This is an optimization exercise on Yosys and OpenROAD, whose aim is small area, a short achievable clock period and few clock cycles per item, not a production implementation. Only simulation tests tie the RTL to the original design; equivalence was not proved.

// integer_alu_floored_division
module integer_alu_floored_division (
	input  logic        clk,
	input  logic        arst_n,
	input  logic        in_valid,
	output logic        in_ready,
	input  logic [3:0]  command,
	input  logic [31:0] operand_a,
	input  logic [31:0] operand_b,
	output logic        out_valid,
	input  logic        out_ready,
	output logic [31:0] result_value,
	output logic [31:0] remainder_value,
	output logic        negative_flag,
	output logic        zero_flag,
	output logic        flags_written,
	output logic        result_written,
	output logic        error_code
);
Size: roughly 220 flip-flops, about 0.022 sq mm of cells after synthesis.
clock: 14.0 ns
lec_check: 0
abc_area: 1
cap_margin: 20
core_margin: 2
core_utilization: 40
slew_margin: 20
standard.sh (not shown) runs the stock make flow with config.mk's settings and CLKGATE_MAP_FILE= SYNTH_SCRIPT=/design/flow/synth_recipe.tcl, a recipe that flattens the netlist after the stock synthesis.
==> flow/flow/run.sh <==
#!/bin/bash
set -o pipefail
DONT_USE="sky130_fd_sc_hd__probe_p_8 sky130_fd_sc_hd__probec_p_8 sky130_fd_sc_hd__lpflow_bleeder_1 sky130_fd_sc_hd__lpflow_clkbufkapwr_1 sky130_fd_sc_hd__lpflow_clkbufkapwr_16 sky130_fd_sc_hd__lpflow_clkbufkapwr_2 sky130_fd_sc_hd__lpflow_clkbufkapwr_4 sky130_fd_sc_hd__lpflow_clkbufkapwr_8 sky130_fd_sc_hd__lpflow_clkinvkapwr_1 sky130_fd_sc_hd__lpflow_clkinvkapwr_16 sky130_fd_sc_hd__lpflow_clkinvkapwr_2 sky130_fd_sc_hd__lpflow_clkinvkapwr_4 sky130_fd_sc_hd__lpflow_clkinvkapwr_8 sky130_fd_sc_hd__lpflow_decapkapwr_12 sky130_fd_sc_hd__lpflow_decapkapwr_3 sky130_fd_sc_hd__lpflow_decapkapwr_4 sky130_fd_sc_hd__lpflow_decapkapwr_6 sky130_fd_sc_hd__lpflow_decapkapwr_8 sky130_fd_sc_hd__lpflow_inputiso0n_1 sky130_fd_sc_hd__lpflow_inputiso0p_1 sky130_fd_sc_hd__lpflow_inputiso1n_1 sky130_fd_sc_hd__lpflow_inputiso1p_1 sky130_fd_sc_hd__lpflow_inputisolatch_1 sky130_fd_sc_hd__lpflow_isobufsrc_1 sky130_fd_sc_hd__lpflow_isobufsrc_16 sky130_fd_sc_hd__lpflow_isobufsrc_2 sky130_fd_sc_hd__lpflow_isobufsrc_4 sky130_fd_sc_hd__lpflow_isobufsrc_8 sky130_fd_sc_hd__lpflow_isobufsrckapwr_16 sky130_fd_sc_hd__lpflow_lsbuf_lh_hl_isowell_tap_1 sky130_fd_sc_hd__lpflow_lsbuf_lh_hl_isowell_tap_2 sky130_fd_sc_hd__lpflow_lsbuf_lh_hl_isowell_tap_4 sky130_fd_sc_hd__lpflow_lsbuf_lh_isowell_4 sky130_fd_sc_hd__lpflow_lsbuf_lh_isowell_tap_1 sky130_fd_sc_hd__lpflow_lsbuf_lh_isowell_tap_2 sky130_fd_sc_hd__lpflow_lsbuf_lh_isowell_tap_4  sky130_fd_sc_hd__clkdlybuf4s15_1 sky130_fd_sc_hd__clkdlybuf4s15_2 sky130_fd_sc_hd__clkdlybuf4s18_1 sky130_fd_sc_hd__clkdlybuf4s18_2 sky130_fd_sc_hd__clkdlybuf4s25_1 sky130_fd_sc_hd__clkdlybuf4s25_2 sky130_fd_sc_hd__clkdlybuf4s50_1 sky130_fd_sc_hd__clkdlybuf4s50_2 sky130_fd_sc_hd__dlygate4sd1_1 sky130_fd_sc_hd__dlygate4sd2_1 sky130_fd_sc_hd__dlygate4sd3_1 sky130_fd_sc_hd__dlymetal6s2s_1 sky130_fd_sc_hd__dlymetal6s4s_1 sky130_fd_sc_hd__dlymetal6s6s_1 "
bash standard.sh "DONT_USE_CELLS=$DONT_USE" SETUP_SLACK_MARGIN=10 cts 2>&1 | tee run_standard_cts.log || exit 1
bash standard.sh "DONT_USE_CELLS=$DONT_USE" SETUP_SLACK_MARGIN=9.7 finish 2>&1 | tee run_standard_finish.log
Testbench counts at the start, summed over its fixed seeds: cycles 33,070, items 16,000.
Edit:
--- a/flow/design.v
+++ b/flow/design.v
@@ -61,19 +61,19 @@
 	localparam int EX = 0, MU = 1, D0 = 2, D1 = 3, D2 = 4, D3 = 5, IT = 6, F1 = 7, F2 = 8, SW = 9;
 	logic        xv;
 	logic [31:0] xa, xb;
 	logic [9:0]  st;
 	logic [4:0]  cnt;
 	logic        o_add, o_sub, o_mul, o_div, o_shl, o_shr, o_sar, o_and, o_or,
 	             o_xor, o_not, o_ldl, o_ldh, o_pass;
 	logic        xfw, xrw, bigsh, bz;
 	logic        sa, sb, rz, first, mlast;
-	logic        bneg, btwo, bzero;      
+	logic        bneg, btwo, bzero, qz;  
 	logic        a_w, a_inv, a_en, b_inv, b_en, cin;
 	logic        wv;
 	logic [31:0] w;
 	logic        wz, wfw, wrw, werr;
 	logic        ov;
 	logic [31:0] ores, orem;
 	logic        oz, ofw, orw, oerr;
 	logic        rdy;
 	logic        ld;        
@@ -156,25 +156,24 @@
 			end
 			else if (n_div) begin
 				if (operand_a[31] | operand_b[31]) st_n[D0] = 1'b1;
 				else st_n[D2] = 1'b1;
 			end else st_n[EX] = 1'b1;
 		end else if (xv) begin
 			if (st[SW]) st_n = 10'b1 << MU;
 			if (st[D0]) st_n = (sb & sa) ? 10'b1 << D1 : 10'b1 << D2;
 			if (st[D1]) st_n = 10'b1 << D2;
-			if (st[D2] & ~bz & ~wv) st_n = q_zero ? 10'b1 << F1 : 10'b1 << D3;
-			if (st[D3]) st_n = 10'b1 << IT;
+			if (st[D2] & ~bz & ~wv) st_n = 10'b1 << D3;
+			if (st[D3]) st_n = qz ? 10'b1 << F1 : 10'b1 << IT;
 			if (st[IT] & (cnt == 5'd0)) st_n = 10'b1 << F1;
 			if (st[F1]) st_n = 10'b1 << F2;
 		end
 	end
-	wire f1_ctrl = ~accept & xv & ((st[D2] & ~bz & ~wv) | (st[IT] & (cnt == 5'd0)));
 	logic a_w_n, a_inv_n, a_en_n, b_inv_n, b_en_n, cin_n;
 	wire sub_n = accept ? ((command == C_SUB) | (command == C_CMP)) : o_sub;
 	wire sa_n  = accept ? operand_a[31] : sa;
 	wire sb_n  = accept ? operand_b[31] : sb;
 	always_comb begin
 		a_w_n = 1'b0; a_inv_n = 1'b0; a_en_n = 1'b1;
 		b_inv_n = 1'b0; b_en_n = 1'b1; cin_n = 1'b0;
 		if (st_n[EX]) begin
 			b_inv_n = sub_n; cin_n = sub_n;
@@ -189,19 +188,19 @@
 		if (st_n[SW]) begin
 			a_en_n = 1'b0;    
 		end
 		if (st_n[D1]) begin
 			a_inv_n = 1'b1; b_en_n = 1'b0; cin_n = 1'b1;
 		end
 		if (st_n[IT]) begin
 			b_inv_n = 1'b1; cin_n = 1'b1;
 		end
-		if (f1_ctrl) begin
+		if (st_n[F1]) begin
 			a_inv_n = sa; b_inv_n = ~sa; b_en_n = sd; cin_n = sa | sd;
 		end
 		if (st_n[F2]) begin
 			a_w_n = 1'b1; a_inv_n = sd; b_en_n = 1'b0; cin_n = sd & (xa == 32'd0);
 		end
 	end
 	wire new_simple = ~n_mul & ~n_div;
 	wire eq31_3     = (xb[31:3] == {29{xb[31]}});
 	wire mlast_n    = accept ? 1'b0 : (mul_it ? eq31_3 : mlast);
@@ -269,20 +268,23 @@
 				xa <= sum;        
 				xb <= sh_out;     
 				{bneg, btwo, bzero} <= booth(xa[1], xa[0], 1'b0);
 			end
 			if (st[D0]) begin
 				if (sb) xb <= sum;
 				else xa <= sum;
 			end
 			if (st[D1]) xa <= sum;
-			if (st[D2]) cnt <= sdiff[4:0];
-			if (st[D3]) xb <= sh_out;
+			if (st[D2]) begin
+				cnt <= sdiff[4:0];
+				qz <= q_zero;
+			end
+			if (st[D3] & ~qz) xb <= sh_out;
 			if (st[IT]) begin
 				if (qbit) xa <= sum;
 				if (cnt != 5'd0) begin
 					xb <= {1'b0, xb[31:1]};
 					cnt <= cnt - 5'd1;
 				end
 			end
 			if (st[F1]) begin
 				xb <= (xa == 32'd0) ? 32'd0 : sum;
Result: Setup slack is better by 0.066 ns; final cell count came out higher by 1.4%; global-route usage goes down by 0.90 points; cell area stays flat; non-clock buffer count increases by 16; core utilization decreases by 0.12 points; first-iteration DRC count falls by about 14%.
Testbench counts after the change, summed over its fixed seeds: cycles 33,470, items 16,000.

what the ideal ports hide:
Ports are ideal in the flow. The routed layouts listed here were re-timed in OpenROAD.
Step 1 (the two cells are an assumption about what drives the block):
set clk [get_ports {clk}]
set_driving_cell -lib_cell sky130_fd_sc_hd__clkbuf_16 $clk
set_driving_cell -lib_cell sky130_fd_sc_hd__buf_2 [delete_from_list [all_inputs] $clk]
Step 2 also shifts input and output timing later by t, the mid clock arrival at the registers, as if the neighbouring blocks saw the same clock.
a / b / c = no drivers / after step 1 / after step 2; a / b = the first two.
| run | shift t [ns] | setup WS [ns] | hold slack, ns | worst setup path after step 2 | cell pins on the clock port's net |
|---|---|---|---|---|---|
| the first run | 0.678 | 9.708 / 9.708 / 9.213 | 0.447 / 0.447 / 0.447 | input to register | 1 |
| the second run | 0.643 | 9.774 / 9.774 / 9.239 | 0.492 / 0.492 / 0.492 | input to register | 1 |
After both steps every run listed still meets setup and hold. The setup slack of the second run, which loses most, moves by 0.000 ns with the drivers and by -0.535 ns with both steps.
